Context: an optimization exercise on an open-source flow, tuned for small area and a short achievable clock period. The choices shown serve that exercise and are no tape-out recipe.
Function was checked by simulation only, so behaviour that the tests miss may differ from the original.
Power figures rest on the tool's default switching activity, not on a simulated workload.

the baseline:
Design id_stage_top, start of the top module:
module id_stage_top (
	input  logic         clk,
	input  logic         rst_i,
	input  logic         inst_valid_i,
	input  logic [31:0]  pc_i,
	input  logic [31:0]  inst_i,
	input  logic [31:0]  rf_data1_i,
	input  logic [31:0]  rf_data2_i,
	input  logic [37:0]  ex_fwd_i,
	input  logic [37:0]  mem_fwd_i,
	input  logic         stall_i,
	output logic [11:0]  rf_read_o,
	output logic [32:0]  branch_o,
	output logic [155:0] id_ex_o
);
Size: roughly 1,700 cells after synthesis, about 97 flip-flops, ~0.011 mm^2 of cells after synthesis.
==> flow/config.mk <==
export PLATFORM = sky130hd
export DESIGN_NAME = id_stage_top
export DESIGN_NICKNAME = id_stage_top
export VERILOG_FILES = /design/flow/design.v
export SDC_FILE = /design/flow/constraint.sdc
export NUM_CORES = 4
export LEC_CHECK = 0
export ABC_AREA = 1
export CAP_MARGIN = 20
export CORE_MARGIN = 2
export CORE_UTILIZATION = 40
export SETUP_SLACK_MARGIN = 3.0
export SLEW_MARGIN = 20
==> flow/constraint.sdc <==
create_clock -name core_clock -period 12.0 [get_ports {clk}]
set_input_delay 2.4000 -clock core_clock [delete_from_list [all_inputs] [get_ports {clk}]]
set_output_delay 2.4000 -clock core_clock [all_outputs]
set_load 0.01 [all_outputs]
standard.sh (not shown) runs the stock make flow with config.mk's settings and CLKGATE_MAP_FILE= SYNTH_SCRIPT=/design/flow/synth_recipe.tcl, a recipe that flattens the netlist after the stock synthesis.
==> flow/flow/run.sh <==
#!/bin/bash
# Standard ORFS layout; the only change is the cell that buffer_ports puts
# on every input and output port (a plain buffer instead of the default
# delay-buffer choice). Every tool's output goes to orfs/logs and flow.log.
set -euo pipefail
export BUFFER_PORTS_ARGS="-buffer_cell sky130_fd_sc_hd__buf_1"
bash standard.sh finish > flow.log 2>&1
Edits applied to the flow inputs when going from the baseline to the candidate:
diff --git a/flow/design.v b/flow/design.v
--- a/flow/design.v
+++ b/flow/design.v
@@ -258,43 +258,20 @@
 			gf = gg;
 		end
 	end
 	assign c   = {gf[30:0], 1'b0};
 	if (KIND == 2) begin : g_plain
 		assign s_o = a_i + b_i;
 	end else begin : g_pfx
 		assign s_o = p[0] ^ c;
 	end
 endmodule
-module cmp32 (
-	input  logic [31:0] a_i,
-	input  logic [31:0] b_i,
-	output logic        lt_o,
-	output logic        eq_o
-);
-	logic [31:0] l [6];
-	logic [31:0] e [6];
-	always_comb begin
-		l[0] = ~a_i & b_i;
-		e[0] = ~(a_i ^ b_i);
-		for (int k = 1; k < 6; k++) begin
-			l[k] = '0;
-			e[k] = '0;
-			for (int i = 0; i < (32 >> k); i++) begin
-				l[k][i] = l[k-1][2*i+1] | (e[k-1][2*i+1] & l[k-1][2*i]);
-				e[k][i] = e[k-1][2*i+1] & e[k-1][2*i];
-			end
-		end
-	end
-	assign lt_o = l[5][0];
-	assign eq_o = e[5][0];
-endmodule
 `timescale 1ns/10ps
 module id_stage_top (
 	input  logic         clk,
 	input  logic         rst_i,
 	input  logic         inst_valid_i,
 	input  logic [31:0]  pc_i,
 	input  logic [31:0]  inst_i,
 	input  logic [31:0]  rf_data1_i,
 	input  logic [31:0]  rf_data2_i,
 	input  logic [37:0]  ex_fwd_i,
@@ -349,39 +326,31 @@
 	logic f1_ex, f1_mem, f1_rf, f2_ex, f2_mem, f2_rf;
 	assign f1_ex  = ex_hit1;
 	assign f1_mem = !ex_hit1 && mem_hit1;
 	assign f1_rf  = !ex_hit1 && !mem_hit1;
 	assign f2_ex  = ex_hit2;
 	assign f2_mem = !ex_hit2 && mem_hit2;
 	assign f2_rf  = !ex_hit2 && !mem_hit2;
 	logic [31:0] f1, f2;
 	assign f1 = ({32{f1_ex}} & ex_d) | ({32{f1_mem}} & mem_d) | ({32{f1_rf}} & rf_data1_i);
 	assign f2 = ({32{f2_ex}} & ex_d) | ({32{f2_mem}} & mem_d) | ({32{f2_rf}} & rf_data2_i);
-	logic eq, lt_u, lt_s, cond;
-	cmp32 u_cmp (.a_i(f1), .b_i(f2), .lt_o(lt_u), .eq_o(eq));
-	assign lt_s = (f1[31] != f2[31]) ? f1[31] : lt_u;
-	always_comb begin
-		case (inst_i[14:12])
-			3'b000:  cond = eq;
-			3'b001:  cond = !eq;
-			3'b100:  cond = lt_s;
-			3'b101:  cond = !lt_s;
-			3'b110:  cond = lt_u;
-			3'b111:  cond = !lt_u;
-			default: cond = 1'b0;
-		endcase
-	end
+	logic        eq, lt, cond;
+	logic [31:0] c1, c2;
+	assign c1   = {f1[31] ^ !inst_i[13], f1[30:0]};
+	assign c2   = {f2[31] ^ !inst_i[13], f2[30:0]};
+	assign lt   = c1 < c2;
+	assign eq   = f1 == f2;
+	assign cond = (inst_i[14] ? lt : eq) ^ inst_i[12];
 	logic        a_rs1;
 	logic [31:0] add_a, add_b, sum;
 	assign a_rs1 = inst_i[6] && !inst_i[3] && inst_i[2];
-	assign add_a = ({32{a_rs1 && f1_ex}} & ex_d) | ({32{a_rs1 && f1_mem}} & mem_d) |
-		({32{a_rs1 && f1_rf}} & rf_data1_i) | ({32{!a_rs1}} & pc_i);
+	assign add_a = a_rs1 ? f1 : pc_i;
 	assign add_b = !inst_i[6] ? imm_u : inst_i[3] ? imm_j : inst_i[2] ? imm_i : imm_b;
 	pfx_add32 #(.KIND(1)) u_add (.a_i(add_a), .b_i(add_b), .s_o(sum));
 	assign branch_o = {inst_valid_i && !stall_i && (jal || jalr || (br && cond)),
 		sum[31:1], sum[0] && !a_rs1};
 	logic [31:0] pc4;
 	logic [31:0] inc_c;   
 	logic [29:0] all1 [6];   
 	always_comb begin
 		all1[0] = pc_i[31:2];
 		for (int l = 1; l < 6; l++) begin
The candidate gives less final instance count without filler cells than the baseline did.
Diff the baseline -> the candidate: well tap count decreased 3.3%; power in sequential cells down about 1%; via count of the routed design lower; post-route met1 wirelength up 6.4%.
The worst setup slack after layout of the candidate falls short of that of the baseline by 49 ps.

## re-timing with driven ports
The flow's constraints put no driver on any port. The routed layouts listed below were extracted and timed again, unchanged, in two steps. Step 1, drivers: a clkbuf_16 drives clk and a buf_2 each remaining input, both assumed. Step 2, shift: input delay + t, output delay - t, t = (earliest + latest rising clock arrival at the registers) / 2. This alone moves slack from input paths to output paths. a / b / c = no drivers / after step 1 / after step 2; a / b = the first two.
run	t, ns	slack for setup (ns)	worst setup path after step 2	worst slew at a driven data input, ns	cell pins on the clock port's net
the baseline	0.412	3.272 / 3.246 / 3.246	input to output	0.08	1
the candidate	0.404	3.223 / 3.200 / 3.200	input to output	0.08	1
After both steps setup and hold are still met in every run listed. The setup slack of the baseline, which loses most, moves by -0.026 ns with the drivers and by -0.026 ns with both steps.
